This is an optimization exercise on Yosys and OpenROAD, whose aim is small area, a short achievable clock period and few clock cycles per item, not a production implementation. Where RTL was checked, it was by simulation tests only, not by an equivalence proof against the original. Only the layout flow was run in run 3; the RTL was not checked for function there. Power figures rest on the tool's default switching activity, not on a simulated workload.

$ cat flow/run.sh
#!/bin/bash
# synth_recipe.tcl (not shown) runs the flow's synth.tcl, then flattens the netlist and writes it again
# the make line also repeats each setting of config.mk as NAME=value (left out here)
make -C /OpenROAD-flow-scripts/flow DESIGN_CONFIG=/design/flow/config.mk WORK_HOME=/design/flow/orfs CLKGATE_MAP_FILE= SYNTH_SCRIPT=/design/flow/synth_recipe.tcl finish
$ cat flow/config.mk
export PLATFORM = sky130hd
export DESIGN_NAME = moving_average_filter_unit
export DESIGN_NICKNAME = moving_average_filter_unit
export VERILOG_FILES = /design/flow/design.v
export SDC_FILE = /design/flow/constraint.sdc
export NUM_CORES = 4
export LEC_CHECK = 0
export CAP_MARGIN = 20
export CORE_MARGIN = 2
export CORE_UTILIZATION = 55
export PLACE_DENSITY = 0.72
export SETUP_SLACK_MARGIN = 4.0
export SLEW_MARGIN = 20
$ cat flow/constraint.sdc
create_clock -name core_clock -period 7.0 [get_ports {clk}]
set_input_delay 1.4000 -clock core_clock [delete_from_list [all_inputs] [get_ports {clk}]]
set_output_delay 1.4000 -clock core_clock [all_outputs]
set_load 0.01 [all_outputs]
$ cat flow/design.v
package maf_pkg;
  localparam int SampleW = 16;
  localparam int CountW = 7;
  localparam int CfgIdxW = 1;
  localparam int CfgDataW = 7;
  typedef enum logic [0:0] {
    OP_SAMPLE = 1'b0,
    OP_CLEAR  = 1'b1
  } op_t;
  typedef enum logic [0:0] {
    REG_WINDOW = 1'b0,
    REG_RECENT = 1'b1
  } reg_idx_t;
  typedef struct packed {
    logic                       clear;
    logic signed [SampleW-1:0]  sample;
  } cmd_t;
  typedef enum logic [2:0] {
    ST_IDLE,
    ST_SUM,
    ST_DIV_AVG,
    ST_DIV_REC,
    ST_OUT
  } back_state_t;
endpackage
module maf_front (
  input  logic        clk,
  input  logic        shift,
  input  logic [15:0] sample_in,
  input  logic [5:0]  wm,
  input  logic [6:0]  osel,
  input  logic        full,
  input  logic [5:0]  raddr,
  output logic [15:0] oldest,
  output logic [15:0] rsel
);
  logic [15:0] sh [64];
  logic [15:0] seg_in [6];
  always_comb begin
    for (int j = 0; j < 6; j++) begin
      seg_in[j] = sh[0];
      for (int k = 5; k > j; k--)
        if (wm[k]) seg_in[j] = sh[(2 << k) - 1];
    end
    oldest = (osel[6] && full) ? sh[0] : 16'd0;
    for (int k = 0; k < 6; k++)
      oldest = oldest | ((osel[k] && full) ? sh[(2 << k) - 1] : 16'd0);
  end
  always_ff @(posedge clk) begin
    if (shift) begin
      sh[0] <= sample_in;
      for (int j = 0; j < 6; j++) begin
        sh[1 << j] <= seg_in[j];
        for (int p = (1 << j) + 1; p < (2 << j); p++) sh[p] <= sh[p-1];
      end
    end
  end
  assign rsel = sh[raddr];
endmodule
module maf_back (
  input  logic               clk,
  input  logic               rst,
  input  logic               in_valid,
  output logic               in_ready,
  input  logic [0:0]         in_op,
  input  logic [15:0]        in_sample,
  input  logic               cfg_valid,
  output logic               cfg_ready,
  input  logic [0:0]         cfg_index,
  input  logic [6:0]         cfg_data,
  output logic               out_valid,
  input  logic               out_ready,
  output logic [15:0]        out_average,
  output logic [15:0]        out_recent_average,
  output logic [6:0]         out_held_count
);
  function automatic logic [8:0] ks_sub8(input logic [7:0] x, input logic [7:0] y);
    logic [7:0] p, g, gg, pp, gn, pn;
    logic [8:0] c;
    p = x ^ ~y;
    g = x & ~y;
    gg = g;
    pp = p;
    for (int s = 1; s < 8; s = s * 2) begin
      gn = gg;
      pn = pp;
      for (int i = s; i < 8; i++) begin
        gn[i] = gg[i] | (pp[i] & gg[i-s]);
        pn[i] = pp[i] & pp[i-s];
      end
      gg = gn;
      pp = pn;
    end
    c[0] = 1'b1;
    for (int i = 0; i < 8; i++) c[i+1] = gg[i] | pp[i];
    ks_sub8 = {c[8], p ^ c[7:0]};
  endfunction
  function automatic logic [21:0] ks_add22(input logic [21:0] a, input logic [21:0] b);
    logic [21:0] p, g, gg, pp, gn, pn;
    logic [22:0] c;
    p = a ^ b;
    g = a & b;
    gg = g;
    pp = p;
    for (int s = 1; s < 22; s = s * 2) begin
      gn = gg;
      pn = pp;
      for (int i = s; i < 22; i++) begin
        gn[i] = gg[i] | (pp[i] & gg[i-s]);
        pn[i] = pp[i] & pp[i-s];
      end
      gg = gn;
      pp = pn;
    end
    c[0] = 1'b0;
    for (int i = 0; i < 22; i++) c[i+1] = gg[i];
    ks_add22 = p ^ c[21:0];
  endfunction
  function automatic logic [16:0] ks_sub16(input logic [15:0] x, input logic [15:0] y);
    logic [15:0] p, g, gg, pp, gn, pn;
    logic [16:0] c;
    p = x ^ ~y;
    g = x & ~y;
    gg = g;
    pp = p;
    for (int s = 1; s < 16; s = s * 2) begin
      gn = gg;
      pn = pp;
      for (int i = s; i < 16; i++) begin
        gn[i] = gg[i] | (pp[i] & gg[i-s]);
        pn[i] = pp[i] & pp[i-s];
      end
      gg = gn;
      pp = pn;
    end
    c[0] = 1'b1;
    for (int i = 0; i < 16; i++) c[i+1] = gg[i] | pp[i];
    ks_sub16 = {~c[16], p ^ c[15:0]};
  endfunction
  function automatic logic [13:0] inc14(input logic [13:0] x);
    logic [14:0] c;
    c[0] = 1'b1;
    for (int i = 0; i < 14; i++) c[i+1] = c[i] & x[i];
    inc14 = x ^ c[13:0];
  endfunction
  function automatic logic [22:0] r4step(input logic [21:0] w, input logic [6:0] d,
                                         input logic [7:0] d3);
    logic [8:0] x1, x2, x3;
    logic       ge1, ge2, ge3, rz;
    logic [5:0] rem;
    logic [7:0] x;
    x = w[21:14];
    x1 = ks_sub8(x, {1'b0, d});
    x2 = ks_sub8(x, {d, 1'b0});
    x3 = ks_sub8(x, d3);
    ge1 = x1[8];
    ge2 = x2[8];
    ge3 = x3[8];
    rz = (x == 8'd0) || (x == {1'b0, d}) || (x == {d, 1'b0}) || (x == d3);
    rem = ge3 ? x3[5:0] : ge2 ? x2[5:0] : ge1 ? x1[5:0] : x[5:0];
    r4step = {rz, rem, w[13:0], ge2, ge3 || (ge1 && !ge2)};
  endfunction
  function automatic logic [15:0] r4last(input logic [21:0] w, input logic [6:0] d,
                                         input logic [7:0] d3);
    logic [22:0] st;
    logic [13:0] hi, hi1;
    logic [1:0]  lo;
    logic        inc;
    st = r4step(w, d, d3);
    hi = w[13:0];
    hi1 = inc14(hi);
    lo = st[1:0];
    inc = !w[13] && !st[22];
    r4last = {(inc && lo == 2'b11) ? hi1 : hi, lo + {1'b0, inc}};
    r4last[15] = ~r4last[15];
  endfunction
  logic [6:0]  win;         
  logic [5:0]  wm;          
  logic [6:0]  osel;        
  logic [6:0]  rlen;        
  logic [7:0]  r3;          
  logic        rone;        
  logic        rok_base;    
  logic [6:0]  fill;        
  logic        full;        
  logic        fge_r;       
  logic        fge_r1;      
  logic [5:0]  age;         
  logic [5:0]  raddr;       
  logic [15:0] oldest, rsel;
  logic [15:0] pr;          
  logic [15:0] u0;
  logic        take;
  logic        adv;
  assign cfg_ready = 1'b1;
  assign take = in_valid && in_ready;
  assign u0 = {~in_sample[15], in_sample[14:0]};
  maf_front u_hist (
    .clk(clk), .shift(take), .sample_in(u0),
    .wm(wm), .osel(osel), .full(full), .raddr(raddr), .oldest(oldest), .rsel(rsel)
  );
  function automatic logic [5:0] amap(input logic [5:0] a, input logic [5:0] m);
    logic [5:0] k, x;
    k = a - 6'd1;
    x = k ^ m;
    amap = '0;
    if (a != '0) begin
      for (int j = 0; j < 6; j++)
        if (x[j]) amap = 6'(1 << j) | (k & 6'((1 << j) - 1));
    end
  endfunction
  function automatic logic [6:0] endsel(input logic [5:0] m);
    endsel = 7'b100_0000;
    for (int k = 5; k >= 0; k--)
      if (m[k]) endsel = 7'(1 << k);
  endfunction
  logic        c0, rok0;
  logic [6:0]  fa0;
  logic [16:0] dw0, dr0;
  assign c0 = (in_op == maf_pkg::OP_CLEAR);
  assign fa0 = c0 ? 7'd0 : full ? win : fill + 7'd1;
  assign rok0 = !c0 && rok_base && (full || fge_r1);
  assign dw0 = ks_sub16(u0, oldest);
  assign dr0 = ks_sub16(u0, (rok_base && fge_r) ? pr : 16'd0);
  logic       rc_busy, rc_v1, rc_v2;
  logic [5:0] rc_last;
  logic       cfg_w, cfg_r, rc_need;
  logic [6:0] rc_n, win_n, fill_n;
  assign cfg_w = cfg_valid && (cfg_index == maf_pkg::REG_WINDOW);
  assign cfg_r = cfg_valid && (cfg_index == maf_pkg::REG_RECENT);
  assign rc_n = (cfg_data < fill) ? cfg_data : fill;
  assign rc_need = (cfg_data != '0) && (cfg_data <= win) && (fill != '0);
  logic       f1_eq_w, f2_ge_r;
  assign f1_eq_w = ({1'b0, fill} + 8'd1 == {1'b0, win});
  assign f2_ge_r = ({1'b0, fill} + 8'd2 >= {1'b0, rlen});
  logic        v1, c1, rok1;
  logic [16:0] dw1, dr1;
  logic [6:0]  fa1;
  logic [21:0] tsum, rsum;
  logic        v2, rok2;
  logic [6:0]  fa2;
  logic [7:0]  fa2x3;
  logic [21:0] wa [8];
  logic [21:0] wr [8];
  logic [6:0]  fd [8];
  logic [7:0]  f3 [8];
  logic        rk [8];
  logic        vv [8];
  assign wa[0] = tsum;
  assign wr[0] = rsum;
  assign fd[0] = fa2;
  assign f3[0] = fa2x3;
  assign rk[0] = rok2;
  assign vv[0] = v2;
  for (genvar i = 0; i < 7; i++) begin : g_div
    logic [22:0] na, nr;
    logic [21:0] qa, qr;
    logic [6:0]  qf;
    logic [7:0]  q3;
    logic        qk, qv;
    assign na = r4step(wa[i], fd[i], f3[i]);
    assign nr = r4step(wr[i], rlen, r3);
    always_ff @(posedge clk) begin
      if (adv) begin
        qa <= na[21:0];
        qr <= nr[21:0];
        qf <= fd[i];
        q3 <= f3[i];
        qk <= rk[i];
      end
      if (rst) qv <= 1'b0;
      else if (adv) qv <= vv[i];
    end
    assign wa[i+1] = qa;
    assign wr[i+1] = qr;
    assign fd[i+1] = qf;
    assign f3[i+1] = q3;
    assign rk[i+1] = qk;
    assign vv[i+1] = qv;
  end
  logic [15:0] avg_n, rec_n;
  logic [38:0] res_n;
  assign avg_n = (fd[7] == '0) ? 16'd0 : r4last(wa[7], fd[7], f3[7]);
  assign rec_n = !rk[7] ? 16'd0 : r4last(wr[7], rlen, r3);
  assign res_n = {avg_n, rec_n, fd[7]};
  logic        hv, sv, push, pop;
  logic [38:0] head, skid;
  logic        hv_n, sv_n;
  assign push = adv && vv[7];
  assign pop = hv && out_ready;
  assign out_valid = hv;
  assign {out_average, out_recent_average, out_held_count} = head;
  always_comb begin
    hv_n = hv;
    sv_n = sv;
    if (!hv) begin
      hv_n = push;
    end else if (!sv) begin
      if (pop && !push) hv_n = 1'b0;
      if (!pop && push) sv_n = 1'b1;
    end else if (pop) begin
      sv_n = 1'b0;
    end
  end
  always_ff @(posedge clk) begin
    if ((!hv && push) || (hv && !sv && pop && push)) head <= res_n;
    else if (hv && sv && pop) head <= skid;
    if (hv && !sv && !pop && push) skid <= res_n;
  end
  always_comb begin
    win_n = win;
    fill_n = fill;
    if (take) fill_n = fa0;
    if (cfg_w) begin
      win_n = (cfg_data == '0) ? 7'd1 : (cfg_data > 7'd64) ? 7'd64 : cfg_data;
      fill_n = '0;
    end
  end
  always_ff @(posedge clk) begin
    if (adv) begin
      c1 <= c0;
      fa1 <= fa0;
      rok1 <= rok0;
      dw1 <= dw0;
      dr1 <= dr0;
      fa2 <= fa1;
      fa2x3 <= {1'b0, fa1} + {fa1, 1'b0};
      rok2 <= rok1;
    end
    raddr <= amap(age, wm);
    if (take) pr <= rone ? u0 : rsel;
    else if (rc_v1) pr <= rsel;
    if (rst) begin
      win <= 7'd64;
      wm <= 6'd63;
      osel <= 7'b000_0001;
      rlen <= 7'd1;
      r3 <= 8'd3;
      rone <= 1'b1;
      rok_base <= 1'b1;
      age <= 6'd63;
      fill <= '0;
      full <= 1'b0;
      fge_r <= 1'b0;
      fge_r1 <= 1'b1;
      tsum <= '0;
      rsum <= '0;
      v1 <= 1'b0;
      v2 <= 1'b0;
      hv <= 1'b0;
      sv <= 1'b0;
      adv <= 1'b1;
      in_ready <= 1'b1;
      rc_busy <= 1'b0;
      rc_v1 <= 1'b0;
      rc_v2 <= 1'b0;
      rc_last <= '0;
    end else begin
      hv <= hv_n;
      sv <= sv_n;
      adv <= !sv_n;
      fill <= fill_n;
      if (take) begin
        if (c0) begin
          full <= 1'b0;
          fge_r <= (rlen == '0);
          fge_r1 <= (rlen <= 7'd1);
        end else if (!full) begin
          full <= f1_eq_w;
          fge_r <= fge_r1;
          fge_r1 <= f2_ge_r;
        end
      end
      if (adv) begin
        v1 <= take;
        v2 <= v1;
        if (v1) begin
          if (c1) begin
            tsum <= '0;
            rsum <= '0;
          end else begin
            tsum <= ks_add22(tsum, {{5{dw1[16]}}, dw1});
            rsum <= ks_add22(rsum, {{5{dr1[16]}}, dr1});
          end
        end else if (rc_v2) begin
          rsum <= ks_add22(rsum, {6'd0, pr});
        end
      end
      rc_v1 <= rc_busy;
      rc_v2 <= rc_v1;
      if (rc_busy) begin
        if (age == rc_last) begin
          rc_busy <= 1'b0;
          age <= 6'(rlen - 7'd2);
        end else begin
          age <= age + 6'd1;
        end
      end
      if (cfg_w) begin
        win <= win_n;
        wm <= 6'(win_n - 7'd1);
        osel <= endsel(6'(win_n - 7'd1));
        full <= 1'b0;
        fge_r <= (rlen == '0);
        fge_r1 <= (rlen <= 7'd1);
        rok_base <= (rlen != '0) && (rlen <= win_n);
        tsum <= '0;
        rsum <= '0;
        rc_busy <= 1'b0;
        rc_v1 <= 1'b0;
        rc_v2 <= 1'b0;
        age <= 6'(rlen - 7'd2);
      end
      if (cfg_r) begin
        rlen <= cfg_data;
        r3 <= {1'b0, cfg_data} + {cfg_data, 1'b0};
        rone <= (cfg_data == 7'd1);
        rok_base <= (cfg_data != '0) && (cfg_data <= win);
        fge_r <= (fill >= cfg_data);
        fge_r1 <= ({1'b0, fill} + 8'd1 >= {1'b0, cfg_data});
        rsum <= '0;
        rc_busy <= rc_need;
        age <= rc_need ? 6'd0 : 6'(cfg_data - 7'd2);
        rc_last <= 6'(rc_n - 7'd1);
        rc_v1 <= 1'b0;
        rc_v2 <= 1'b0;
      end
      in_ready <= !sv_n && !(cfg_r && rc_need)
                  && !(rc_busy && !(cfg_w || cfg_r)) && !(rc_v1 && !(cfg_w || cfg_r));
    end
  end
endmodule
module moving_average_filter_unit (
  input  logic        clk,
  input  logic        rst,
  input  logic        in_valid,
  output logic        in_ready,
  input  logic [0:0]  in_op,
  input  logic [15:0] in_sample,
  input  logic        cfg_valid,
  output logic        cfg_ready,
  input  logic [0:0]  cfg_index,
  input  logic [6:0]  cfg_data,
  output logic        out_valid,
  input  logic        out_ready,
  output logic [15:0] out_average,
  output logic [15:0] out_recent_average,
  output logic [6:0]  out_held_count
);
  maf_back u_back (
    .clk(clk), .rst(rst), .in_valid(in_valid), .in_ready(in_ready),
    .in_op(in_op), .in_sample(in_sample),
    .cfg_valid(cfg_valid), .cfg_ready(cfg_ready), .cfg_index(cfg_index),
    .cfg_data(cfg_data),
    .out_valid(out_valid), .out_ready(out_ready), .out_average(out_average),
    .out_recent_average(out_recent_average), .out_held_count(out_held_count)
  );
endmodule
==> results.toml, run 1 <==
[critical_path]
slowest_stage = "dfxtp_4"
path_cells = "buf_12 -> clkinvlp_4 -> buf_12 -> clkbuf_16 -> ha_1 -> o21a_1 -> o21a_1 -> o21a_1 -> o21a_1 -> o211ai_1 -> nand2_2 -> a221o_1 -> a32o_1"
path_buf_inv = 4
r2r-start = "u_back.r3[0]"
r2r-end = "u_back.g_div[3].qr[21]"
reg2reg_depth = 13
critical_path.max_stage_delay_ps = 380
cp.required_ps = 7560
cp-end-kind = "register"
path_max_fanout = 8
crit_family = "compound AO/OA/AOI/OAI gates"
arrival_ps = 3660
path_common_cell = "o21a_1"
start_kind = "register"
crit_type = "register to register"
r2r_setup_slack_ps = 3900

[global_routing]
grt_pass1_vias = 52100
overflow = 0
grtUsageTotal = 0.311
antenna_found_initial = 9
grt_pass1_wl_um = 340000
grt_max_degree = 192

[sta]
slew_viol_final = 0
tightest_slew_ps = 1130
holdWs_ps = 403
setup_slack_ps = 3900
fin_crit_sh = 0.443
fin_worst_skew_ps = 36.6
period_minus_slack_ps = 3100
hold_violations = 0
relSlewSlack = 0.244
rsz0062_at_grt = "yes"
fmax_mhz = 322
tns_ps = 0
setup_violations = 0

[finish]
seq_area_sq_um = 50200
area_growth_pct = 15.2
layout-drive-gt1-share = 0.159
final_cell_mix = "1589 x edfxtp_1, 544 x a22oi_1, 505 x ha_1, 397 x nand2_1, 273 x nor2_1"
fill_cells = 10500
final_util = 0.637
final_common_cell = "edfxtp_1"
final_nets = 6904
final_area_sq_um = 92500
multi_input_area_sq_um = 30000

[clock_network]
cts_tree = "yes"
cts_inserted_buffers = 174
clockRootBuffer = "clkbuf_16"
htree_levels = 4
cts.reportedPaths.clkPinSlew_ps = 60
cts_buffer_depth = 3
worstSkewPairLatency_ps = 830
clkSinkCount = 1712

[floorplanning]
placeableCoreArea_sq_um = 145000
die_h_um = 386
die_x_um = 386
io_pins = 72
dieArea_sq_um = 149000
rows = 140
start_util = 0.553

[routing]
finalWirelength_um = 237000
wl_per_cell_um = 28.3
dr.pass1.iters = 7
num_vias = 55200
via_per_inst = 6.58
ant_nets = 0
drc_errors = 0
initialDrtViolationCount = 7745

[place]
hpwl_um = 150000
place_area_sq_um = 83800
place.gp.congestion = 0.966
port_buffers = 70
pre_cts_ws_ps = 1770

[synth]
synth_flop_cell = "edfxtp_1"
syn_area_per_cell_sq_um = 13.4
netlist_instances = 5976
synth_edf_count = 1589
synth_top_area_frac = 0.595
synth_seq_cells = 1712
yosys.area.top_type = "edfxtp_1"
synth-warning-count = 10
syn-cell-area_sq_um = 80200
seq_area_frac_synth = 0.625
synth.area.top_cells = "edfxtp_1 59%, ha_1 8.5%, a22oi_1 5.2%"
synth_nets = 6555
async_flop_share = 0
yosysUniqueCellTypes = 98

[min_path]
hold_depth = 0
min_to = "u_back.g_div[5].qr[7]"
hp-class = "register to register"
hold_start = "u_back.g_div[4].qr[5]"

[power]
cellPowerDensity_nw_per_um2 = 341
ir_drop_mv = 0.264
p_leak_nw = 34.4

[job]
max_cap_viol_count = 0

[outcome]
outcome = "no timing/DRC/antenna violations"
## repair_timing
item / CTS / global route
setup buffers: 82 / 79
pin swaps: 46 / 93
gates cloned: 4 / 1
gates resized for setup: 292 / 207
setup endpoints to repair: 806 / 858
hold buffers: 0 / 0
## how the worst max path moves through the flow
stage | start | end | slack (ps) | cells past startpoint
floorplan | u_back.adv | u_back.skid[0] | 1750 | 3
global placement | cfg_data[1] | u_back.rc_last[4] | 1760 | 15
detailed placement | cfg_valid | u_back.rok_base | 1770 | 12
CTS | cfg_data[3] | u_back.rok_base | 3820 | 15
global route | u_back.r3[0] | u_back.head[7] | 3750 | 14
finish | u_back.r3[0] | u_back.g_div[3].qr[21] | 3900 | 13
## cell families after synthesis
kind of cell               synth area share
xor gates and xnor gates             0.0200
DFF                                   0.625
other                             0.0000467
buffers and inverters                0.0210
muxes                                0.0283
and+or+nand+nor                      0.0851
AOI/OAI and AO/OA                     0.134
adders and majority gates            0.0862
## per-stage QoR
stage                     instances  total power, mW
after floorplan                5976             18.9
after global placement         7900             20.9
after detailed placement       7900             21.2
after CTS                      8304             30.8
after global routing           8384             32.8
final                          8391             31.5
## synth_stat cells, types with 90 or more instances
cell type,number
dfxtp_1,123
inv_1,235
mux2_2,109
mux2i_1,90
o21ai_0,177
xnor2_1,133
ha_1,544
nor2_1,311
o21a_1,197
nor3_1,204
nand2_1,407
clkbuf_1,114
a21oi_1,207
edfxtp_1,1589
a22oi_1,551
## routing by layer
| layer | global-route usage | share of wire | vias up |
|---|---|---|---|
| li1 | - | - | 24100 |
| met1 | 0.396 | 0.36 | 26600 |
| met2 | 0.483 | 0.45 | 3590 |
| met3 | 0.0767 | 0.12 | 955 |
| met4 | 0.186 | 0.071 | 6 |
| met5 | 0 | 0.00020 | - |
## sequential cells by signal, indices dropped and copies added, names as in the netlist, 16 cells and up
| register | cells |
|---|---|
| u_back.g_div.qr | 154 |
| u_back.head | 39 |
| u_back.dr1 | 17 |
| u_back.dw1 | 17 |
| u_back.tsum | 22 |
| u_back.rsum | 22 |
| u_back.pr | 16 |
| u_back.g_div.q3 | 56 |
| u_back.skid | 39 |
| u_back.g_div.qf | 42 |
| u_back.g_div.qa | 154 |
| u_back.u_hist.sh | 1024 |
## where the power goes
group | switching [mW] | internal (mW) | leakage [nW]
logic | 4.92 | 3.77 | 14.5
clock network | 4.05 | 5.14 | 2.72
registers | 0.928 | 12.7 | 17.2
## final cells by class
type,instances,area share
inverters,237,0.0103
repair buffers,355,0.0356
repair inverters,1,0.0000812
diodes,7,0.000189
clock inverters,95,0.00905
flip-flops and latches,1712,0.543
clock buffers,223,0.0508
multi-input cells,3844,0.325
well taps,1917,0.0259
Testbench counts, summed over its fixed seeds: cycles 7,040, items 6,400.
==> run 2, diff against run 1 <==
--- a/flow/config.mk
+++ b/flow/config.mk
@@ -7,7 +7,6 @@
 export LEC_CHECK = 0
 export CAP_MARGIN = 20
 export CORE_MARGIN = 2
-export CORE_UTILIZATION = 55
-export PLACE_DENSITY = 0.72
+export CORE_UTILIZATION = 40
 export SETUP_SLACK_MARGIN = 4.0
 export SLEW_MARGIN = 20
==> run 2 against run 1 <==
Sequential cell count stayed put; first-iteration DRC count is 9.4% lower; total power increased by 2.5%; sequential power hardly changed; synthesized cell count stayed put; final area increased by 1.5%; via count shrank 1.5%; still clean on timing, DRC and antenna; wire length grew 3.3%.
==> results.toml, run 2 <==
[synth]
netlist_instances = 5976
synth_seq_cells = 1712
yosys.area.top_type = "edfxtp_1"
seq_area_frac_synth = 0.625
synth.most_common_cell = "edfxtp_1"
synth_nets = 6555
synth-warning-count = 10
synth_edf_count = 1589
syn-cell-area_sq_um = 80200
synth_top_area_frac = 0.595
yosysUniqueCellTypes = 98
synth_flop_cell = "edfxtp_1"
netlist_top_cells_count = "1589 x edfxtp_1, 551 x a22oi_1, 544 x ha_1"
syn_area_per_cell_sq_um = 13.4
async_flop_share = 0
synth.area.top_cells = "edfxtp_1 59%, ha_1 8.5%, a22oi_1 5.2%"

[floorplanning]
start_util = 0.402
die_h_um = 452
io_pins = 72
placeableCoreArea_sq_um = 200000
rows = 164
die_x_um = 452
dieArea_sq_um = 204000

[finish]
layout-drive-gt1-share = 0.161
final_nets = 6897
instances_no_fill = 9135
area_growth_pct = 17.0
final_common_cell = "edfxtp_1"
final_cell_mix = "1589 x edfxtp_1, 546 x a22oi_1, 498 x ha_1, 395 x nand2_1, 273 x nor2_1"
top_register = "u_back.u_hist.sh"
reg.largest.list = "u_back.u_hist.sh x1024, u_back.g_div.qa x154, u_back.g_div.qr x154"
fill_cells = 17400
largest_register_ffs = 1024

[power]
power.total_mw = 32.3
ir_drop_mv = 0.238
cellPowerDensity_nw_per_um2 = 344
p_leak_nw = 34.5

[clock_network]
clockRootBuffer = "clkbuf_16"
cts.reportedPaths.clkPinSlew_ps = 60
cts_tree = "yes"
clkSinkCount = 1712
htree_levels = 4
cts_buffer_depth = 3
cts_hold_buf = 0
worstSkewPairLatency_ps = 840
cts_inserted_buffers = 179

[sta]
tns_ps = 0
fin_worst_skew_ps = 60.0
slew_viol_final = 0
setup_violations = 0
rsz0062_at_grt = "yes"
tightest_slew_ps = 1070
relSlewSlack = 0.284
period_minus_slack_ps = 3150
fin_crit_sh = 0.450
fmax_mhz = 318
hold_violations = 0

[critical_path]
critical_path.max_stage_delay_ps = 380
slowest_stage = "dfxtp_4"
cp-end-kind = "register"
reg2reg_depth = 12
start_kind = "register"
arrival_ps = 3710
r2r-end = "u_back.dw1[15]"
crit_type = "register to register"
path_cells = "and2_4 -> a22oi_2 -> nand4_1 -> ha_1 -> o21a_1 -> o21a_4 -> o2111ai_4 -> a21oi_4 -> o2111ai_4 -> buf_6 -> a31oi_2 -> xor2_1"
r2r_setup_slack_ps = 3850
cp.required_ps = 7560
path_common_cell = "o2111ai_4"
path_max_fanout = 8
r2r-start = "u_back.full"

[outcome]
outcome = "no timing/DRC/antenna violations"

[min_path]
hold_start = "u_back.g_div[3].qa[3]"
min_to = "u_back.g_div[4].qa[5]"
hp-class = "register to register"
hold_depth = 0

[global_routing]
grt_pass1_wl_um = 352000
grt_pass1_vias = 52100
grtUsageTotal = 0.233
overflow = 0
grt_max_degree = 181
antenna_found_initial = 7

[routing]
finalWirelength_um = 245000
wl_per_cell_um = 26.8
via_per_inst = 5.96
drc_errors = 0
num_vias = 54400
ant_nets = 0
initialDrtViolationCount = 7018
dr.pass1.iters = 8

[place]
dpl.cell_count = 8637
port_buffers = 70
hpwl_um = 160000
place.gp.congestion = 0.942

[job]
max_cap_viol_count = 0
## run 2: critical path: cells and delay by family, from the launching register on
kind,cells,cell delay [ps]
adder cells (fa/ha/maj),1,360
AND/OR/NAND/NOR,2,410
XOR/XNOR,1,160
AO/OA/AOI/OAI,7,1450
flip-flops,1,380
buffers and inverters,1,130
## run 2: area by class of cell
class	instances	area, sq um	share of cell area
diodes	5	12.5	0.000133
clock inverters	108	1320	0.0141
inverters	237	951	0.0101
repair buffers	342	3130	0.0333
clock buffers	229	4830	0.0515
well taps	2656	3320	0.0354
multi-input cells	3845	30100	0.320
flip-flops and latches	1712	50200	0.535
repair inverters	1	7.51	0.0000800
## run 2: where the power goes
part / switching, mW / leakage [nW] / internal (mW) / total [mW]
sequential: 0.943 / 17.2 / 12.7 / 13.6
clock: 4.20 / 2.98 / 5.74 / 9.94
combinational: 4.88 / 14.3 / 3.82 / 8.70
## run 2: layer usage
layer  GRT usage  wire (um)  vias up
li1            -          -    24000
met1       0.299      95600    26800
met2       0.374     114000     2883
met3      0.0549      23900      675
met4       0.103      12100        0
met5           0          0        -
## run 2: how the worst max path moves through the flow
stage | from | to | cells past startpoint
after global placement | cfg_data[3] | u_back.rok_base | 13
after detailed placement | cfg_data[3] | u_back.rok_base | 13
after floorplan | u_back.adv | u_back.skid[0] | 3
after CTS | u_back.full | u_back.dw1[14] | 12
after global routing | u_back.full | u_back.dw1[15] | 13
final | u_back.full | u_back.dw1[15] | 12
## run 2: what timing repair did
action | CTS | global route
endpoints found under the setup margin | 447 | 849
pin swaps | 48 | 89
setup buffers | 84 | 69
gates resized for setup | 322 | 195
gates cloned | 1 | 2
## run 2: cell families (layout without fill, tap and decap cells)
logic type | after synthesis | in the layout | share of synthesized area
AO/OA/AOI/OAI | 1520 | 1520 | 0.134
other | 1 | 6 | 0.0000467
adder cells (fa/ha/maj) | 550 | 550 | 0.0862
AND/OR/NAND/NOR | 1381 | 1382 | 0.0851
flip-flops | 1712 | 1712 | 0.625
XOR/XNOR | 183 | 183 | 0.0200
multiplexers | 209 | 209 | 0.0283
buffers and inverters | 420 | 917 | 0.0210
## run 2: per-stage QoR
| stage | setup slack (ps) | utilization | area [sq um] | hold WS [ps] |
|---|---|---|---|---|
| 6_report | 3850 | 0.470 | 93900 | 403 |
| 4_1_cts | 3940 | 0.464 | 92500 | 399 |
| 2_1_floorplan | 1750 | - | 80300 | 400 |
| 5_1_grt | 3750 | 0.470 | 93900 | 411 |
| 3_3_place_gp | 1930 | 0.424 | 84700 | 400 |
| 3_5_place_dp | 1950 | 0.424 | 84700 | 405 |
==> run 3, diff against run 2 <==
--- a/flow/design.v
+++ b/flow/design.v
@@ -28,9 +28,9 @@
   input  logic        shift,
   input  logic [15:0] sample_in,
   input  logic [5:0]  wm,
-  input  logic [6:0]  osel,
-  input  logic        full,
-  input  logic [5:0]  raddr,
+  input  logic [6:0]  osf,
+  input  logic [7:0]  rhi,
+  input  logic [7:0]  rlo,
   output logic [15:0] oldest,
   output logic [15:0] rsel
 );
@@ -42,9 +42,12 @@
       for (int k = 5; k > j; k--)
         if (wm[k]) seg_in[j] = sh[(2 << k) - 1];
     end
-    oldest = (osel[6] && full) ? sh[0] : 16'd0;
+    oldest = {16{osf[6]}} & sh[0];
     for (int k = 0; k < 6; k++)
-      oldest = oldest | ((osel[k] && full) ? sh[(2 << k) - 1] : 16'd0);
+      oldest = oldest | ({16{osf[k]}} & sh[(2 << k) - 1]);
+    rsel = '0;
+    for (int i = 0; i < 64; i++)
+      rsel = rsel | ({16{rhi[i >> 3] & rlo[i & 7]}} & sh[i]);
   end
   always_ff @(posedge clk) begin
     if (shift) begin
@@ -55,7 +58,6 @@
       end
     end
   end
-  assign rsel = sh[raddr];
 endmodule
 module maf_back (
   input  logic               clk,
@@ -74,11 +76,11 @@
   output logic [15:0]        out_recent_average,
   output logic [6:0]         out_held_count
 );
-  function automatic logic [8:0] ks_sub8(input logic [7:0] x, input logic [7:0] y);
+  function automatic logic [8:0] ks_sub8(input logic [7:0] x, input logic [7:0] ny);
     logic [7:0] p, g, gg, pp, gn, pn;
     logic [8:0] c;
-    p = x ^ ~y;
-    g = x & ~y;
+    p = x ^ ny;
+    g = x & ny;
     gg = g;
     pp = p;
     for (int s = 1; s < 8; s = s * 2) begin
@@ -143,30 +145,30 @@
     for (int i = 0; i < 14; i++) c[i+1] = c[i] & x[i];
     inc14 = x ^ c[13:0];
   endfunction
-  function automatic logic [22:0] r4step(input logic [21:0] w, input logic [6:0] d,
-                                         input logic [7:0] d3);
+  function automatic logic [22:0] r4step(input logic [21:0] w, input logic [7:0] n1,
+                                         input logic [7:0] n2, input logic [7:0] n3);
     logic [8:0] x1, x2, x3;
     logic       ge1, ge2, ge3, rz;
     logic [5:0] rem;
     logic [7:0] x;
     x = w[21:14];
-    x1 = ks_sub8(x, {1'b0, d});
-    x2 = ks_sub8(x, {d, 1'b0});
-    x3 = ks_sub8(x, d3);
+    x1 = ks_sub8(x, n1);
+    x2 = ks_sub8(x, n2);
+    x3 = ks_sub8(x, n3);
     ge1 = x1[8];
     ge2 = x2[8];
     ge3 = x3[8];
-    rz = (x == 8'd0) || (x == {1'b0, d}) || (x == {d, 1'b0}) || (x == d3);
+    rz = (x == 8'd0) || (x == ~n1) || (x == ~n2) || (x == ~n3);
     rem = ge3 ? x3[5:0] : ge2 ? x2[5:0] : ge1 ? x1[5:0] : x[5:0];
     r4step = {rz, rem, w[13:0], ge2, ge3 || (ge1 && !ge2)};
   endfunction
-  function automatic logic [15:0] r4last(input logic [21:0] w, input logic [6:0] d,
-                                         input logic [7:0] d3);
+  function automatic logic [15:0] r4last(input logic [21:0] w, input logic [7:0] n1,
+                                         input logic [7:0] n2, input logic [7:0] n3);
     logic [22:0] st;
     logic [13:0] hi, hi1;
     logic [1:0]  lo;
     logic        inc;
-    st = r4step(w, d, d3);
+    st = r4step(w, n1, n2, n3);
     hi = w[13:0];
     hi1 = inc14(hi);
     lo = st[1:0];
@@ -177,8 +179,11 @@
   logic [6:0]  win;         
   logic [5:0]  wm;          
   logic [6:0]  osel;        
+  logic [6:0]  osf;         
+  logic [6:0]  osel_n;
+  logic        full_n;
   logic [6:0]  rlen;        
-  logic [7:0]  r3;          
+  logic [7:0]  nr1, nr2, nr3;   
   logic        rone;        
   logic        rok_base;    
   logic [6:0]  fill;        
@@ -186,7 +191,9 @@
   logic        fge_r;       
   logic        fge_r1;      
   logic [5:0]  age;         
-  logic [5:0]  raddr;       
+  logic [7:0]  rhi, rlo;    
+  logic [5:0]  raddr;
+  assign raddr = amap(age, wm);
   logic [15:0] oldest, rsel;
   logic [15:0] pr;          
   logic [15:0] u0;
@@ -197,7 +204,7 @@
   assign u0 = {~in_sample[15], in_sample[14:0]};
   maf_front u_hist (
     .clk(clk), .shift(take), .sample_in(u0),
-    .wm(wm), .osel(osel), .full(full), .raddr(raddr), .oldest(oldest), .rsel(rsel)
+    .wm(wm), .osf(osf), .rhi(rhi), .rlo(rlo), .oldest(oldest), .rsel(rsel)
   );
   function automatic logic [5:0] amap(input logic [5:0] a, input logic [5:0] m);
     logic [5:0] k, x;
@@ -258,8 +265,8 @@
     logic [6:0]  qf;
     logic [7:0]  q3;
     logic        qk, qv;
-    assign na = r4step(wa[i], fd[i], f3[i]);
-    assign nr = r4step(wr[i], rlen, r3);
+    assign na = r4step(wa[i], ~{1'b0, fd[i]}, ~{fd[i], 1'b0}, ~f3[i]);
+    assign nr = r4step(wr[i], nr1, nr2, nr3);
     always_ff @(posedge clk) begin
       if (adv) begin
         qa <= na[21:0];
@@ -280,8 +287,8 @@
   end
   logic [15:0] avg_n, rec_n;
   logic [38:0] res_n;
-  assign avg_n = (fd[7] == '0) ? 16'd0 : r4last(wa[7], fd[7], f3[7]);
-  assign rec_n = !rk[7] ? 16'd0 : r4last(wr[7], rlen, r3);
+  assign avg_n = (fd[7] == '0) ? 16'd0 : r4last(wa[7], ~{1'b0, fd[7]}, ~{fd[7], 1'b0}, ~f3[7]);
+  assign rec_n = !rk[7] ? 16'd0 : r4last(wr[7], nr1, nr2, nr3);
   assign res_n = {avg_n, rec_n, fd[7]};
   logic        hv, sv, push, pop;
   logic [38:0] head, skid;
@@ -308,6 +315,27 @@
     if (hv && !sv && !pop && push) skid <= res_n;
   end
   always_comb begin
+    full_n = full;
+    osel_n = osel;
+    if (take) begin
+      if (c0) full_n = 1'b0;
+      else if (!full) full_n = f1_eq_w;
+    end
+    if (cfg_w) begin
+      full_n = 1'b0;
+      osel_n = endsel(6'(win_n - 7'd1));
+    end
+    if (rst) begin
+      full_n = 1'b0;
+      osel_n = 7'b000_0001;
+    end
+  end
+  always_ff @(posedge clk) begin
+    full <= full_n;
+    osel <= osel_n;
+    osf <= osel_n & {7{full_n}};
+  end
+  always_comb begin
     win_n = win;
     fill_n = fill;
     if (take) fill_n = fa0;
@@ -327,20 +355,21 @@
       fa2x3 <= {1'b0, fa1} + {fa1, 1'b0};
       rok2 <= rok1;
     end
-    raddr <= amap(age, wm);
+    rhi <= 8'(1 << raddr[5:3]);
+    rlo <= 8'(1 << raddr[2:0]);
     if (take) pr <= rone ? u0 : rsel;
     else if (rc_v1) pr <= rsel;
     if (rst) begin
       win <= 7'd64;
       wm <= 6'd63;
-      osel <= 7'b000_0001;
       rlen <= 7'd1;
-      r3 <= 8'd3;
+      nr1 <= ~8'd1;
+      nr2 <= ~8'd2;
+      nr3 <= ~8'd3;
       rone <= 1'b1;
       rok_base <= 1'b1;
       age <= 6'd63;
       fill <= '0;
-      full <= 1'b0;
       fge_r <= 1'b0;
       fge_r1 <= 1'b1;
       tsum <= '0;
@@ -362,11 +391,9 @@
       fill <= fill_n;
       if (take) begin
         if (c0) begin
-          full <= 1'b0;
           fge_r <= (rlen == '0);
           fge_r1 <= (rlen <= 7'd1);
         end else if (!full) begin
-          full <= f1_eq_w;
           fge_r <= fge_r1;
           fge_r1 <= f2_ge_r;
         end
@@ -399,8 +426,6 @@
       if (cfg_w) begin
         win <= win_n;
         wm <= 6'(win_n - 7'd1);
-        osel <= endsel(6'(win_n - 7'd1));
-        full <= 1'b0;
         fge_r <= (rlen == '0);
         fge_r1 <= (rlen <= 7'd1);
         rok_base <= (rlen != '0) && (rlen <= win_n);
@@ -413,7 +438,9 @@
       end
       if (cfg_r) begin
         rlen <= cfg_data;
-        r3 <= {1'b0, cfg_data} + {cfg_data, 1'b0};
+        nr1 <= ~{1'b0, cfg_data};
+        nr2 <= ~{cfg_data, 1'b0};
+        nr3 <= ~({1'b0, cfg_data} + {cfg_data, 1'b0});
         rone <= (cfg_data == 7'd1);
         rok_base <= (cfg_data != '0) && (cfg_data <= win);
         fge_r <= (fill >= cfg_data);
--- a/flow/config.mk
+++ b/flow/config.mk
@@ -7,6 +7,9 @@
 export LEC_CHECK = 0
 export CAP_MARGIN = 20
 export CORE_MARGIN = 2
-export CORE_UTILIZATION = 40
+export CORE_UTILIZATION = 55
+export CTS_CLUSTER_DIAMETER = 90
+export CTS_CLUSTER_SIZE = 22
+export PLACE_DENSITY = 0.72
 export SETUP_SLACK_MARGIN = 4.0
 export SLEW_MARGIN = 20
==> run 3 against run 2 <==
Still clean; global-route usage rose by 7.6 points; sequential power barely moved; synthesized cell count fell by 1.3%; clock-buffer cell count fell by 100; core utilization rose by 15 points; final cell count fell by 12%; area after synthesis fell by 0.27%; clock skew fell by 7.0 ps; critical path type is now primary input to register; largest cell class unchanged; highest routed layer is now met5.
==> results.toml, run 3 <==
[outcome]
outcome = "no timing/DRC/antenna violations"

[floorplanning]
placeableCoreArea_sq_um = 144000
rows = 139
dieArea_sq_um = 149000
die_h_um = 385
io_pins = 72
die_x_um = 385
start_util = 0.556

[clock_network]
clkSinkCount = 1737
htree_levels = 3
cts.reportedPaths.clkPinSlew_ps = 90
cts_tree = "yes"
cts_buffer_depth = 3
cts_hold_buf = 0
worstSkewPairLatency_ps = 790
cts_inserted_buffers = 93
clockRootBuffer = "clkbuf_16"

[sta]
relSlewSlack = 0.177
holdWs_ps = 405
tightest_slew_ps = 1230
fin_crit_sh = 0.461
period_minus_slack_ps = 3230
rsz0062_at_grt = "yes"
fmax_mhz = 310
hold_violations = 0
tns_ps = 0
fin_worst_skew_ps = 53.0
slew_viol_final = 0
setup_violations = 0

[power]
power.total_mw = 27.4
p_leak_nw = 32.6
ir_drop_mv = 0.287
cellPowerDensity_nw_per_um2 = 308

[job]
max_cap_viol_count = 0

[finish]
top_register = "u_back.u_hist.sh"
instances_no_fill = 8017
fill_cells = 10800
multi_input_area_sq_um = 29500
area_growth_pct = 11.3
layout-drive-gt1-share = 0.133
largest_register_ffs = 1024
reg.largest.list = "u_back.u_hist.sh x1024, u_back.g_div.qa x154, u_back.g_div.qr x154"
seq_area_sq_um = 50800
final_cell_mix = "1589 x edfxtp_1, 485 x ha_1, 383 x nor2_1, 369 x a22oi_1, 233 x nor3_1"
final_nets = 6638
final_common_cell = "edfxtp_1"

[synth]
synth_top_area_frac = 0.596
seq_area_frac_synth = 0.633
syn-cell-area_sq_um = 80000
synth.most_common_cell = "edfxtp_1"
yosys.area.top_type = "edfxtp_1"
netlist_top_cells_count = "1589 x edfxtp_1, 545 x ha_1, 402 x nor2_1"
synth_nets = 6478
async_flop_share = 0
yosysUniqueCellTypes = 85
synth_flop_cell = "edfxtp_1"
synth-warning-count = 10
synth_seq_cells = 1737
synth_edf_count = 1589
netlist_instances = 5898
synth.area.top_cells = "edfxtp_1 60%, ha_1 8.5%, dfxtp_1 3.7%"
syn_area_per_cell_sq_um = 13.6

[routing]
finalWirelength_um = 236000
ant_nets = 0
dr.pass1.iters = 8
initialDrtViolationCount = 8601
wl_per_cell_um = 29.5
num_vias = 54000
via_per_inst = 6.74
drc_errors = 0

[critical_path]
path_max_fanout = 8
r2r-end = "u_back.head[21]"
crit_start = "cfg_data[5]"
cp-end-kind = "register"
r2r_setup_slack_ps = 3810
r2r-start = "u_back.g_div[6].qr[1]"
start_kind = "primary input"
crit_type = "primary input to register"
arrival_ps = 3900
reg2reg_depth = 15
cp.required_ps = 7670

[place]
dpl.cell_count = 7711
place.gp.congestion = 0.949
port_buffers = 70
hpwl_um = 146000

[global_routing]
grt_pass1_vias = 50700
grt_pass1_wl_um = 335000
overflow = 0
grt_max_degree = 192
antenna_found_initial = 8
grtUsageTotal = 0.308

[min_path]
hold_depth = 0
hp-class = "register to register"
min_to = "u_back.g_div[2].qr[15]"
hold_start = "u_back.g_div[1].qr[13]"
[run 3: cell type report]
class	count	area share
Antenna cell	4	0.000112
Clock inverter	18	0.00273
Multi-Input combinational cell	3703	0.331
Timing Repair inverter	1	0.0000984
Clock buffer	129	0.0282
Timing Repair Buffer	292	0.0302
Sequential cell	1737	0.570
Tap cell	1903	0.0267
Inverter	230	0.0103
[run 3: metrics by stage]
step	area, sq um	util	setup slack (ps)
2_1_floorplan	80100	-	1700
4_1_cts	87300	0.606	3690
6_report	89000	0.618	3770
3_5_place_dp	82900	0.576	1800
3_3_place_gp	82900	0.576	1880
5_1_grt	89000	0.618	3700
[run 3: power breakdown]
| group | total [mW] | internal (mW) | switching (mW) | leakage, nW |
|---|---|---|---|---|
| combinational | 7.73 | 3.47 | 4.26 | 13.9 |
| clock | 5.98 | 2.59 | 3.39 | 1.34 |
| sequential | 13.7 | 12.8 | 0.963 | 17.4 |
[run 3: worst max path at each step]
stage / to / slack [ps]
6_report: u_back.rok_base / 3770
5_1_grt: u_back.rok_base / 3700
4_1_cts: u_back.rok_base / 3690
3_5_place_dp: u_back.rok_base / 1800
3_3_place_gp: u_back.rok_base / 1880
2_1_floorplan: u_back.skid[0] / 1700
[run 3: routing by layer]
metal	vias to the layer above	GRT usage	part of all wire
li1	23200	-	-
met1	26200	0.407	0.37
met2	3734	0.467	0.44
met3	870	0.0969	0.14
met4	14	0.143	0.059
met5	-	0	0.00052
[run 3: what timing repair did]
| action | in CTS | in global routing |
|---|---|---|
| pin swaps | 55 | 115 |
| gates cloned | 4 | 1 |
| hold endpoints to repair | 0 | 0 |
| resized for setup | 342 | 238 |
| setup endpoints to repair | 1241 | 355 |
| setup buffers | 64 | 86 |
[run 3: worst max-delay path, cell delays in order]
cell and delay [ps]:
buf_6 130, inv_4 80, ha_4 140, nand3_4 110, maj3_2 370, nor2_4 130
a21oi_4 60, inv_2 80, ha_1 140, nor2b_1 50, o21a_1 170, o21a_1 160
o21a_1 160, o21a_1 170, o21a_1 170, o22ai_2 180, a221oi_2 80, o21ai_1 120
[run 3: cell families after synthesis]
| family | count (synthesis) | share of synthesized area |
|---|---|---|
| DFF | 1737 | 0.633 |
| and+or+nand+nor | 1302 | 0.0793 |
| buffers and inverters | 459 | 0.0218 |
| muxes | 217 | 0.0289 |
| xor gates and xnor gates | 206 | 0.0225 |
| other | 1 | 0.0000469 |
| adders and majority gates | 551 | 0.0866 |
| AOI/OAI and AO/OA | 1425 | 0.128 |
==> run 4, diff against run 3 <==
--- a/flow/design.v
+++ b/flow/design.v
@@ -139,12 +139,6 @@
     for (int i = 0; i < 16; i++) c[i+1] = gg[i] | pp[i];
     ks_sub16 = {~c[16], p ^ c[15:0]};
   endfunction
-  function automatic logic [13:0] inc14(input logic [13:0] x);
-    logic [14:0] c;
-    c[0] = 1'b1;
-    for (int i = 0; i < 14; i++) c[i+1] = c[i] & x[i];
-    inc14 = x ^ c[13:0];
-  endfunction
   function automatic logic [22:0] r4step(input logic [21:0] w, input logic [7:0] n1,
                                          input logic [7:0] n2, input logic [7:0] n3);
     logic [8:0] x1, x2, x3;
@@ -162,15 +156,15 @@
     rem = ge3 ? x3[5:0] : ge2 ? x2[5:0] : ge1 ? x1[5:0] : x[5:0];
     r4step = {rz, rem, w[13:0], ge2, ge3 || (ge1 && !ge2)};
   endfunction
-  function automatic logic [15:0] r4last(input logic [21:0] w, input logic [7:0] n1,
+  function automatic logic [15:0] r4last(input logic [21:0] w, input logic [13:0] hi1,
+                                         input logic [7:0] n1,
                                          input logic [7:0] n2, input logic [7:0] n3);
     logic [22:0] st;
-    logic [13:0] hi, hi1;
+    logic [13:0] hi;
     logic [1:0]  lo;
     logic        inc;
     st = r4step(w, n1, n2, n3);
     hi = w[13:0];
-    hi1 = inc14(hi);
     lo = st[1:0];
     inc = !w[13] && !st[22];
     r4last = {(inc && lo == 2'b11) ? hi1 : hi, lo + {1'b0, inc}};
@@ -231,12 +225,15 @@
   assign dr0 = ks_sub16(u0, (rok_base && fge_r) ? pr : 16'd0);
   logic       rc_busy, rc_v1, rc_v2;
   logic [5:0] rc_last;
-  logic       cfg_w, cfg_r, rc_need;
-  logic [6:0] rc_n, win_n, fill_n;
+  logic       rc_start;    
+  logic       cfg_w, cfg_r;
+  logic [6:0] win_n, fill_n;
+  logic       rnz, rle1, rle64;    
+  logic       rok_w;               
   assign cfg_w = cfg_valid && (cfg_index == maf_pkg::REG_WINDOW);
   assign cfg_r = cfg_valid && (cfg_index == maf_pkg::REG_RECENT);
-  assign rc_n = (cfg_data < fill) ? cfg_data : fill;
-  assign rc_need = (cfg_data != '0) && (cfg_data <= win) && (fill != '0);
+  assign rok_w = rnz && ((cfg_data == '0) ? rle1
+                        : (cfg_data > 7'd64) ? rle64 : (rlen <= cfg_data));
   logic       f1_eq_w, f2_ge_r;
   assign f1_eq_w = ({1'b0, fill} + 8'd1 == {1'b0, win});
   assign f2_ge_r = ({1'b0, fill} + 8'd2 >= {1'b0, rlen});
@@ -287,8 +284,16 @@
   end
   logic [15:0] avg_n, rec_n;
   logic [38:0] res_n;
-  assign avg_n = (fd[7] == '0) ? 16'd0 : r4last(wa[7], ~{1'b0, fd[7]}, ~{fd[7], 1'b0}, ~f3[7]);
-  assign rec_n = !rk[7] ? 16'd0 : r4last(wr[7], nr1, nr2, nr3);
+  logic [13:0] hia1, hir1;
+  assign hia1[0] = ~wa[7][0];
+  assign hir1[0] = ~wr[7][0];
+  for (genvar i = 1; i < 14; i++) begin : g_inc
+    assign hia1[i] = wa[7][i] ^ (&wa[7][i-1:0]);
+    assign hir1[i] = wr[7][i] ^ (&wr[7][i-1:0]);
+  end
+  assign avg_n = (fd[7] == '0) ? 16'd0
+               : r4last(wa[7], hia1, ~{1'b0, fd[7]}, ~{fd[7], 1'b0}, ~f3[7]);
+  assign rec_n = !rk[7] ? 16'd0 : r4last(wr[7], hir1, nr1, nr2, nr3);
   assign res_n = {avg_n, rec_n, fd[7]};
   logic        hv, sv, push, pop;
   logic [38:0] head, skid;
@@ -368,6 +373,10 @@
       nr3 <= ~8'd3;
       rone <= 1'b1;
       rok_base <= 1'b1;
+      rnz <= 1'b1;
+      rle1 <= 1'b1;
+      rle64 <= 1'b1;
+      rc_start <= 1'b0;
       age <= 6'd63;
       fill <= '0;
       fge_r <= 1'b0;
@@ -415,6 +424,12 @@
       end
       rc_v1 <= rc_busy;
       rc_v2 <= rc_v1;
+      rc_start <= 1'b0;
+      if (rc_start) begin
+        rc_busy <= rok_base;
+        if (rok_base) age <= '0;
+        rc_last <= 6'(((rlen < fill) ? rlen : fill) - 7'd1);
+      end
       if (rc_busy) begin
         if (age == rc_last) begin
           rc_busy <= 1'b0;
@@ -428,9 +443,10 @@
         wm <= 6'(win_n - 7'd1);
         fge_r <= (rlen == '0);
         fge_r1 <= (rlen <= 7'd1);
-        rok_base <= (rlen != '0) && (rlen <= win_n);
+        rok_base <= rok_w;
         tsum <= '0;
         rsum <= '0;
+        rc_start <= 1'b0;
         rc_busy <= 1'b0;
         rc_v1 <= 1'b0;
         rc_v2 <= 1'b0;
@@ -442,18 +458,21 @@
         nr2 <= ~{cfg_data, 1'b0};
         nr3 <= ~({1'b0, cfg_data} + {cfg_data, 1'b0});
         rone <= (cfg_data == 7'd1);
+        rnz <= (cfg_data != '0);
+        rle1 <= (cfg_data <= 7'd1);
+        rle64 <= (cfg_data <= 7'd64);
         rok_base <= (cfg_data != '0) && (cfg_data <= win);
         fge_r <= (fill >= cfg_data);
         fge_r1 <= ({1'b0, fill} + 8'd1 >= {1'b0, cfg_data});
         rsum <= '0;
-        rc_busy <= rc_need;
-        age <= rc_need ? 6'd0 : 6'(cfg_data - 7'd2);
-        rc_last <= 6'(rc_n - 7'd1);
+        rc_start <= (fill != '0);
+        rc_busy <= 1'b0;
+        age <= 6'(cfg_data - 7'd2);
         rc_v1 <= 1'b0;
         rc_v2 <= 1'b0;
       end
-      in_ready <= !sv_n && !(cfg_r && rc_need)
-                  && !(rc_busy && !(cfg_w || cfg_r)) && !(rc_v1 && !(cfg_w || cfg_r));
+      in_ready <= !sv_n && !(cfg_r && (fill != '0)) && !(rc_start && rok_base)
+                  && !rc_busy && !rc_v1;
     end
   end
 endmodule
==> run 4 against run 3 <==
Still clean; core utilization fell by 1.3 points; via count fell by 0.70%; wire length fell by 1.1%; largest power group unchanged.
==> results.toml, run 4 <==
[outcome]
outcome = "no timing/DRC/antenna violations"

[global_routing]
grtUsageTotal = 0.305
grt_pass1_wl_um = 331000
overflow = 0
antenna_found_initial = 10
grt_pass1_vias = 50300
grt_max_degree = 205

[finish]
fill_cells = 11000
final_common_cell = "edfxtp_1"
layout-drive-gt1-share = 0.117
largest_register_ffs = 1024
reg.largest.list = "u_back.u_hist.sh x1024, u_back.g_div.qa x154, u_back.g_div.qr x154"
instances_no_fill = 7939
top_register = "u_back.u_hist.sh"
area_growth_pct = 9.55
final_nets = 6537
final_cell_mix = "1589 x edfxtp_1, 517 x ha_1, 373 x a22oi_1, 274 x nor2_1, 267 x nand2_1"
multi_input_area_sq_um = 28600
seq_area_sq_um = 50800
final_area_sq_um = 87700

[routing]
initialDrtViolationCount = 7876
via_per_inst = 6.75
num_vias = 53600
finalWirelength_um = 234000
dr.pass1.iters = 7
wl_per_cell_um = 29.5
drc_errors = 0
ant_nets = 0

[synth]
synth_flop_cell = "edfxtp_1"
synth.area.top_cells = "edfxtp_1 60%, ha_1 8.4%, dfxtp_1 3.8%"
synth_edf_count = 1589
yosys.area.top_type = "edfxtp_1"
yosysUniqueCellTypes = 93
netlist_instances = 5842
seq_area_frac_synth = 0.634
synth_seq_cells = 1741
syn-cell-area_sq_um = 80100
synth_nets = 6415
syn_area_per_cell_sq_um = 13.7
async_flop_share = 0
synth-warning-count = 10
synth.most_common_cell = "edfxtp_1"
netlist_top_cells_count = "1589 x edfxtp_1, 538 x ha_1, 373 x a22oi_1"
synth_top_area_frac = 0.596

[sta]
rsz0062_at_grt = "yes"
relSlewSlack = 0.168
fin_crit_sh = 0.507
tightest_slew_ps = 1250
slew_viol_final = 0
period_minus_slack_ps = 3550
fin_worst_skew_ps = 86.9
setup_violations = 0
fmax_mhz = 282
setup_slack_ps = 3450
hold_violations = 0
tns_ps = 0

[place]
place_area_sq_um = 82900
place.gp.congestion = 0.912
dpl.cell_count = 7650
hpwl_um = 142000
port_buffers = 70
pre_cts_ws_ps = 2170

[clock_network]
cts_hold_buf = 0
worstSkewPairLatency_ps = 820
clkSinkCount = 1741
cts_tree = "yes"
htree_levels = 3
cts_inserted_buffers = 90
clockRootBuffer = "clkbuf_16"
cts.reportedPaths.clkPinSlew_ps = 100
cts_buffer_depth = 3

[critical_path]
arrival_ps = 4040
cp.required_ps = 7490
start_kind = "register"
path_max_fanout = 3
crit_type = "register to register"
cp-end-kind = "register"

[job]
max_cap_viol_count = 0

[min_path]
hp-class = "register to register"

[floorplanning]
die_h_um = 386
io_pins = 72
die_x_um = 386
rows = 140
dieArea_sq_um = 149000
start_util = 0.552
placeableCoreArea_sq_um = 145000

[power]
cellPowerDensity_nw_per_um2 = 301
power.total_mw = 26.4
p_leak_nw = 32.1
ir_drop_mv = 0.232
run 4: metrics by stage:
stage          utilization  hold slack (ps)
2_1_floorplan            -              400
3_3_place_gp         0.572              401
3_5_place_dp         0.572              405
4_1_cts              0.596              399
5_1_grt              0.605              411
6_report             0.605              400
run 4: cell families after synthesis:
group | after synthesis | synth area share
AOI/OAI and AO/OA | 1494 | 0.137
xor gates and xnor gates | 201 | 0.0221
adders and majority gates | 544 | 0.0854
buffers and inverters | 462 | 0.0223
DFF | 1741 | 0.634
muxes | 201 | 0.0270
other | 1 | 0.0000468
and+or+nand+nor | 1198 | 0.0726
run 4: final timing paths:
path / endpoint / cells after the start / slack, ps / start
worst max-delay path: u_back.dw1[15] / 12 / 3450 / u_back.u_hist.sh[0][0]
worst min-delay path: u_back.u_hist.sh[39][11] / 0 / 400 / u_back.u_hist.sh[38][11]
worst max register to register: u_back.dw1[15] / 12 / 3450 / u_back.u_hist.sh[0][0]
worst min register to register: u_back.u_hist.sh[39][11] / 0 / 400 / u_back.u_hist.sh[38][11]
run 4: area by class of cell:
| cell class | instances | area share |
|---|---|---|
| diodes | 12 | 0.000342 |
| inverters | 231 | 0.0105 |
| repair inverters | 2 | 0.000257 |
| flip-flops and latches | 1741 | 0.579 |
| repair buffers | 257 | 0.0264 |
| well taps | 1917 | 0.0273 |
| clock inverters | 11 | 0.00305 |
| clock buffers | 127 | 0.0276 |
| multi-input cells | 3641 | 0.325 |
run 4: power by group:
part	internal, mW	switching (mW)	leakage, nW
logic	3.06	3.82	13.4
clock network	2.50	3.37	1.28
registers	12.7	0.915	17.4
run 4: routing by layer:
metal / GRT usage / vias up / part of all wire / routed length, um
met5: 0.00520 / - / 0.0011 / 261
li1: - / 23000 / - / -
met2: 0.467 / 3644 / 0.45 / 104000
met1: 0.391 / 26100 / 0.36 / 84600
met3: 0.106 / 832 / 0.14 / 31700
met4: 0.141 / 22 / 0.056 / 13000
run 4: critical path, cell delays in order (launching register included):
cell and delay [ps]:
edfxtp_1 510, a222oi_1 440, nand3_2 260, ha_4 280, o21a_1 190, o21a_1 190, o2111ai_2 200, a21oi_2 100
o41a_1 390, o21a_1 250, o21ai_2 190, a21oi_2 100, xor2_1 150
run 4: repair_timing:
item	in CTS	in global routing
setup endpoints to repair	1168	940
gates cloned	3	3
pin swaps	29	68
gates resized for setup	238	159
buffers inserted	40	93
Testbench counts of run 4, summed over its fixed seeds: cycles 7,040, items 6,400.
==> run 5, diff against run 4 <==
--- a/flow/design.v
+++ b/flow/design.v
@@ -183,6 +183,8 @@
   logic [6:0]  fill;        
   logic        full;        
   logic        fge_r;       
+  logic        dmr;         
+  logic        rok_base_n, fge_r_n;
   logic        fge_r1;      
   logic [5:0]  age;         
   logic [7:0]  rhi, rlo;    
@@ -222,7 +224,7 @@
   assign fa0 = c0 ? 7'd0 : full ? win : fill + 7'd1;
   assign rok0 = !c0 && rok_base && (full || fge_r1);
   assign dw0 = ks_sub16(u0, oldest);
-  assign dr0 = ks_sub16(u0, (rok_base && fge_r) ? pr : 16'd0);
+  assign dr0 = ks_sub16(u0, dmr ? pr : 16'd0);
   logic       rc_busy, rc_v1, rc_v2;
   logic [5:0] rc_last;
   logic       rc_start;    
@@ -341,6 +343,27 @@
     osf <= osel_n & {7{full_n}};
   end
   always_comb begin
+    rok_base_n = rok_base;
+    fge_r_n = fge_r;
+    if (take) begin
+      if (c0) fge_r_n = (rlen == '0);
+      else if (!full) fge_r_n = fge_r1;
+    end
+    if (cfg_w) begin
+      rok_base_n = rok_w;
+      fge_r_n = (rlen == '0);
+    end
+    if (cfg_r) begin
+      rok_base_n = (cfg_data != '0) && (cfg_data <= win);
+      fge_r_n = (fill >= cfg_data);
+    end
+    if (rst) begin
+      rok_base_n = 1'b1;
+      fge_r_n = 1'b0;
+    end
+  end
+  always_ff @(posedge clk) dmr <= rok_base_n && fge_r_n;
+  always_comb begin
     win_n = win;
     fill_n = fill;
     if (take) fill_n = fa0;
--- a/flow/config.mk
+++ b/flow/config.mk
@@ -7,9 +7,9 @@
 export LEC_CHECK = 0
 export CAP_MARGIN = 20
 export CORE_MARGIN = 2
-export CORE_UTILIZATION = 55
+export CORE_UTILIZATION = 65
 export CTS_CLUSTER_DIAMETER = 90
 export CTS_CLUSTER_SIZE = 22
-export PLACE_DENSITY = 0.72
+export PLACE_DENSITY = 0.8
 export SETUP_SLACK_MARGIN = 4.0
 export SLEW_MARGIN = 20
==> run 5 against run 4 <==
Clock-buffer cell count is 16 higher; maximum frequency is 8.6% higher; via count is 3.0% higher; largest cell class unchanged; largest power group unchanged.
==> results.toml, run 5 <==
[clock_network]
cts_buffer_depth = 3
clockRootBuffer = "clkbuf_16"
clkSinkCount = 1742
cts_tree = "yes"
worstSkewPairLatency_ps = 790
htree_levels = 3
cts_inserted_buffers = 91
cts.reportedPaths.clkPinSlew_ps = 90

[synth]
synth_compound_area_frac = 0.125
synth_top_family_by_area = "compound AO/OA/AOI/OAI gates"
synthSimpleGateAreaFrac = 0.0771
syn-cell-area_sq_um = 80600
synth_edf_count = 1589
seq_area_frac_synth = 0.630
netlist_top_cells_count = "1589 x edfxtp_1, 539 x ha_1, 371 x a22oi_1"
synth_flop_cell = "edfxtp_1"
yosysUniqueCellTypes = 86
netlist_instances = 5894
synth-warning-count = 10
synth_top_area_frac = 0.592
synth_seq_cells = 1742
synth_mux_area_frac = 0.0378
synth.area.top_cells = "edfxtp_1 59%, ha_1 8.4%, dfxtp_1 3.8%"
async_flop_share = 0
synth.most_common_cell = "edfxtp_1"
synth_xor_area_frac = 0.0235
synth_fa_ha_area_frac = 0.0851
syn_area_per_cell_sq_um = 13.7
yosys.area.top_type = "edfxtp_1"
synth_nets = 6468

[critical_path]
cp-end-kind = "register"
reg2reg_depth = 13
start_kind = "register"
path_max_fanout = 9
crit_type = "register to register"
r2r-start = "u_back.osf[2]"
crit_start = "u_back.osf[2]"
arrival_ps = 3790
cp.required_ps = 7520

[sta]
relSlewSlack = 0.174
hold_violations = 0
holdWs_ps = 391
tightest_slew_ps = 1240
fmax_mhz = 306
period_minus_slack_ps = 3270
tns_ps = 0
fin_crit_sh = 0.467
setup_slack_ps = 3730
setup_violations = 0
fin_worst_skew_ps = 74.9
rsz0062_at_grt = "yes"
slew_viol_final = 0

[outcome]
outcome = "no timing/DRC/antenna violations"

[global_routing]
antenna_found_initial = 8
grt_pass1_vias = 51400
grt_max_degree = 96
grt_pass1_wl_um = 333000
grtUsageTotal = 0.359
overflow = 0

[finish]
fill_cells = 7916
largest_register_ffs = 1024
multi_input_area_sq_um = 29200
seq_area_sq_um = 50900
final_cell_mix = "1589 x edfxtp_1, 503 x ha_1, 371 x a22oi_1, 296 x nor2_1, 235 x nand2_1"
layout-drive-gt1-share = 0.126
reg.largest.list = "u_back.u_hist.sh x1024, u_back.g_div.qa x154, u_back.g_div.qr x154"
final_nets = 6615
area_growth_pct = 9.56
top_register = "u_back.u_hist.sh"
final_common_cell = "edfxtp_1"

[routing]
finalWirelength_um = 234000
wl_per_cell_um = 30.2
via_per_inst = 7.12
dr.pass1.iters = 11
ant_nets = 0
initialDrtViolationCount = 8761
num_vias = 55200
drc_errors = 0

[floorplanning]
io_pins = 72
die_x_um = 356
start_util = 0.653
dieArea_sq_um = 127000
rows = 129
die_h_um = 356
placeableCoreArea_sq_um = 123000

[power]
power.total_mw = 26.6
cellPowerDensity_nw_per_um2 = 301
p_leak_nw = 32.5
ir_drop_mv = 0.283

[job]
max_cap_viol_count = 0

[min_path]
hp-class = "register to register"
hold_start = "u_back.g_div[4].qr[4]"
hold_depth = 0

[place]
port_buffers = 70
place.gp.congestion = 0.968
hpwl_um = 143000
pre_cts_ws_ps = 1960
run 5: cell types whose count changed after synthesis, moves of 56 or more:
cell	change
o21ai_0	+102
o21a_1	-93
nor3_1	-60
mux2_2	+56
or3_1	+72
xnor2_1	+60
run 5: critical path: stages, from the launching register on:
cell     delay (ps)
dfxtp_4         560
buf_6           270
a22oi_1         110
and3_1          170
ha_1            320
nand2_2         110
o21ai_2          80
o41ai_2         350
buf_4           210
a21oi_4          60
o31a_1          300
a21o_1          250
a21oi_2         150
xnor2_1          70
run 5: cell type report:
| type | count | area share |
|---|---|---|
| inverter | 238 | 0.0109 |
| timing repair buffer | 266 | 0.0275 |
| timing repair inverter | 2 | 0.000312 |
| clock inverter | 15 | 0.00258 |
| clock buffer | 143 | 0.0280 |
| sequential | 1742 | 0.576 |
| multi-input combinational | 3700 | 0.331 |
| tap | 1637 | 0.0232 |
| antenna | 14 | 0.000397 |
run 5: cell families after synthesis:
logic type      count (synthesis)
flops                        1742
simple gates                 1240
xor+xnor                      216
compound gates               1411
fa+ha+maj                     545
other cells                     1
mux                           284
buf+inv                       455
run 5: report_power, final:
group	switching, mW	internal, mW
combinational	3.74	3.22
clock	3.37	2.50
sequential	0.941	12.8
run 5: stage by stage:
step           utilization  area, sq um  std cells
2_1_floorplan            -        80700       5894
4_1_cts              0.705        87000       7664
5_1_grt              0.716        88200       7743
3_3_place_gp         0.674        83100       7443
6_report             0.716        88300       7757
3_5_place_dp         0.674        83100       7443
run 5: path summary, 6_finish.rpt:
path | endpoint | slack (ps)
worst min-delay path | u_back.g_div[5].qr[6] | 390
worst max register to register | u_back.dw1[15] | 3730
worst max-delay path | u_back.dw1[15] | 3730
worst min register to register | u_back.g_div[5].qr[6] | 390
run 5: metal layers:
metal  part of all wire  global-route usage  vias up
met5             0.0010                   0        -
met4              0.068               0.195       16
met3               0.15               0.138     1099
met2               0.44               0.537     4337
met1               0.35               0.453    26500
li1                   -                   -    23300
run 5: what timing repair did:
item	CTS	global route
hold buffers	0	0
gates resized for setup	275	184
setup endpoints to repair	1257	423
setup buffers	58	76
gates cloned	5	2
endpoints found under the hold margin	0	0
pin swaps	50	72
Testbench counts of run 5, summed over its fixed seeds: cycles 7,040, items 6,400.

## re-timing with driven ports
In the flow no input, the clock included, has a driving cell. The finished layouts below were timed again as built, in two steps. Step 1: set_driving_cell puts a clkbuf_16 on clk and a buf_2 on each other input, an assumption about the parent block. Step 2 also shifts input and output timing later by t, the mid clock arrival at the registers, as if the neighbouring blocks saw the same clock. Slacks: no drivers / after step 1 / after step 2; pairs: no drivers / after step 1.
run	t (ns)	setup WS [ns]	hold slack, ns	slew at the worst register clock pin (ns)	worst slew at a driven data input, ns
run 1	0.893	3.899 / 3.899 / 3.080	0.403 / 0.403 / 0.403	0.07 / 0.07	0.19
run 2	0.898	3.852 / 3.852 / 3.010	0.403 / 0.403 / 0.403	0.07 / 0.07	0.15
run 3	0.838	3.775 / 3.812 / 2.984	0.405 / 0.405 / 0.405	0.10 / 0.10	0.21
run 4	0.849	3.449 / 3.449 / 3.039	0.400 / 0.400 / 0.400	0.10 / 0.10	0.10
run 5	0.830	3.730 / 3.730 / 3.127	0.391 / 0.391 / 0.391	0.10 / 0.10	0.12
After both steps every run listed still meets setup and hold. For run 2, which loses most, drivers alone change the setup slack by 0.000 ns; drivers and shift together by -0.842 ns.
